Background: an optimization exercise with open tools, aiming at small area, a short achievable clock period and few clock cycles. Do not read the settings as production practice.
At most, simulation tests tie the RTL to the original design; equivalence was not proved.

Setup of v6:
## stroke_dab_interpolator_top
module stroke_dab_interpolator_top
#(
  parameter int MAX_DABS = 16
) (
  input  logic                     clk_i,
  input  logic                     rst_ni,
  input  logic                     psel,
  input  logic                     penable,
  input  logic                     pwrite,
  input  logic [ADDR_W-1:0]        paddr,
  input  logic [DATA_W-1:0]        pwdata,
  output logic [DATA_W-1:0]        prdata,
  output logic                     pready,
  input  logic                     in_valid_i,
  output logic                     in_ready_o,
  input  logic                     has_previous_i,
  input  logic signed [POS_W-1:0]  start_x_i,
  input  logic signed [POS_W-1:0]  start_y_i,
  input  logic [PRS_W-1:0]         start_pressure_i,
  input  logic signed [POS_W-1:0]  end_x_i,
  input  logic signed [POS_W-1:0]  end_y_i,
  input  logic [PRS_W-1:0]         end_pressure_i,
  output logic                     out_valid_o,
  input  logic                     out_ready_i,
  output logic signed [POS_W-1:0]  dab_x_o,
  output logic signed [POS_W-1:0]  dab_y_o,
  output logic [PRS_W-1:0]         dab_pressure_o,
  output logic [SIZE_W-1:0]        dab_radius_o,
  output logic                     last_o
);
Size in the first run: ~4600 cells after synthesis, roughly 460 flip-flops, ~290 I/O pins, about 42000 µm² of cells after synthesis.
export LEC_CHECK = 0
export CAP_MARGIN = 20
export CORE_MARGIN = 2
export CORE_UTILIZATION = 40
export PLACE_DENSITY = 0.8
export SLEW_MARGIN = 20
create_clock -name core_clock -period 15.0 [get_ports {clk_i}]
standard.sh (not shown) runs the stock make flow with config.mk's settings and CLKGATE_MAP_FILE= SYNTH_SCRIPT=/design/flow/synth_recipe.tcl, a recipe that flattens the netlist after the stock synthesis.
==> flow/flow/run.sh <==
#!/bin/bash
# Standard layout (the standard.sh: the standard synthesis and ORFS flow, unchanged),
# with repair_timing asked for setup slack margin against the design's clock so that the
# resizer keeps working on the critical paths. Make's output goes to standard.log.
set -euo pipefail
bash standard.sh SETUP_SLACK_MARGIN=8.6 TNS_END_PERCENT=100 finish > standard.log 2>&1
Testbench counts of v6, summed over its fixed seeds: cycles 5,173.
Here is what was changed in the inputs of v7 compared with v6.
--- a/flow/design.v
+++ b/flow/design.v
@@ -204,40 +204,25 @@
       6'd62: g_o = 8'd2;
       6'd63: g_o = 8'd2;
       default: g_o = 8'd0;
     endcase
   end
 endmodule
 import sdi_pkg::*;
 module sdi_mul
 (
-  input  logic [7:0]        neg_i,
-  input  logic [7:0]        one_i,
-  input  logic [7:0]        two_i,
+  input  logic [SIZE_W-1:0] size_i,
   input  logic [PRS_W-1:0]  p_i,
   output logic [SIZE_W-1:0] r_o
 );
-  localparam logic [31:0] K = 32'h8000 - 32'h40000 - 32'h100000 - 32'h400000 - 32'h1000000
-                            - 32'h4000000 - 32'h10000000 - 32'h40000000;
-  logic [18:0] row [8];
-  logic [31:0] acc;
-  always_comb begin
-    for (int i = 0; i < 8; i++) begin
-      row[i] = {~neg_i[i], ((one_i[i] ? {1'b0, p_i} : 18'd0) | (two_i[i] ? {p_i, 1'b0} : 18'd0))
-                           ^ {18{neg_i[i]}}};
-    end
-  end
-  assign acc = K
-             + 32'(row[0]) + (32'(row[1]) << 2) + (32'(row[2]) << 4) + (32'(row[3]) << 6)
-             + (32'(row[4]) << 8) + (32'(row[5]) << 10) + (32'(row[6]) << 12) + (32'(row[7]) << 14)
-             + 32'(neg_i[0]) + (32'(neg_i[1]) << 2) + (32'(neg_i[2]) << 4) + (32'(neg_i[3]) << 6)
-             + (32'(neg_i[4]) << 8) + (32'(neg_i[5]) << 10) + (32'(neg_i[6]) << 12) + (32'(neg_i[7]) << 14);
-  assign r_o = acc[16 +: SIZE_W];
+  logic [31:0] prod;
+  assign prod = 32'(size_i) * 32'(p_i) + 32'd32768;
+  assign r_o  = prod[16 +: SIZE_W];
 endmodule
 import sdi_pkg::*;
 module stroke_dab_interpolator_top
 #(
   parameter int MAX_DABS = 16
 ) (
   input  logic                     clk_i,
   input  logic                     rst_ni,
   input  logic                     psel,
@@ -458,35 +443,22 @@
   assign dps_n = n16 ? {dp_c[PRS_W], dp_c} : (n8 ? {dp_c, 1'b0} : '0);
   assign xa   = lsel ? {start_x_i, n1 ? 4'b0000 : 4'b1000} : ax_q;
   assign xb   = lsel ? dxs_n : {{2{dxs_q[25]}}, dxs_q};
   assign ya   = lsel ? {start_y_i, n1 ? 4'b0000 : 4'b1000} : ay_q;
   assign yb   = lsel ? dys_n : {{2{dys_q[25]}}, dys_q};
   assign xsum = xa + xb;
   assign ysum = ya + yb;
   assign pb   = lsel ? {{2{dps_n[18]}}, dps_n} : {{2{dps_q[18]}}, dps_q};
   assign psum = pn_q + pb;
-  logic [15:0] sz;
-  logic [7:0]  bneg_q, bone_q, btwo_q;
-  assign sz = {2'b00, size};
-  always_ff @(posedge clk_i) begin
-    for (int i = 0; i < 8; i++) begin
-      bneg_q[i] <= sz[2*i+1] && !(sz[2*i] && ((i == 0) ? 1'b0 : sz[2*i-1]));
-      bone_q[i] <= sz[2*i] ^ ((i == 0) ? 1'b0 : sz[2*i-1]);
-      btwo_q[i] <= (sz[2*i+1] && !sz[2*i] && !((i == 0) ? 1'b0 : sz[2*i-1]))
-                || (!sz[2*i+1] && sz[2*i] && ((i == 0) ? 1'b0 : sz[2*i-1]));
-    end
-  end
   sdi_mul u_mul (
-    .neg_i (bneg_q),
-    .one_i (bone_q),
-    .two_i (btwo_q),
-    .p_i   (pn_q[20:4]),
-    .r_o   (rad_n)
+    .size_i (size),
+    .p_i    (pn_q[20:4]),
+    .r_o    (rad_n)
   );
   always_ff @(posedge clk_i) begin
     if (accept) begin
       dxs_q  <= dxs_n[25:0];
       dys_q  <= dys_n[25:0];
       dps_q  <= dps_n;
       cnt_q  <= n16 ? 4'd15 : (n8 ? 4'd7 : 4'd0);
       last_q <= n1;
     end else if (step) begin
### Flow results
Diff v6 -> v7: routed wire length grew by 1.9%, final critical-path required period grew by 0.25 ns, number of logic stages on the critical path including buffering grew by 21.
v7 reports a lower portion of netlist area occupied by mux cells than v6 does.
Compared v6 against v7; routed wirelength normalized by instance count within noise.
Per the comparison of v7 with v6, hold slack has decreased, share of synthesized registers carrying an async set or reset +0.25 points, fraction of final layout cells sized beyond drive strength 1 rose 1.3 points.
No functional check of the RTL was part of v7.

[static timing again, ports no longer ideal]
The flow's constraints put no driver on any port. The routed layouts listed below were extracted and timed again, unchanged, in two steps.
Step 1, drivers: a clkbuf_16 drives clk_i and a buf_2 each remaining input, both assumed.
Step 2 moves the port delays by t, midway between the first and last clock arrival at a register: inputs arrive t later, outputs are due t later. That takes back most of the time a late clock gives input paths.
a / b / c = ideal ports / drivers / drivers and shift; a / b = the first two.
run	t (ns)	setup WS [ns]	worst setup path after step 2	latest minus earliest clock arrival (ns)	worst register clock-pin slew, ns
v6	0.708	8.568 / 8.493 / 8.038	input to register	0.015 / 0.015	0.07 / 0.07
v7	0.705	8.317 / 8.317 / 7.970	input to register	0.026 / 0.026	0.07 / 0.07
After both steps every run listed still meets setup and hold. The setup slack of v6, which loses most, moves by -0.075 ns with the drivers and by -0.530 ns with both steps.
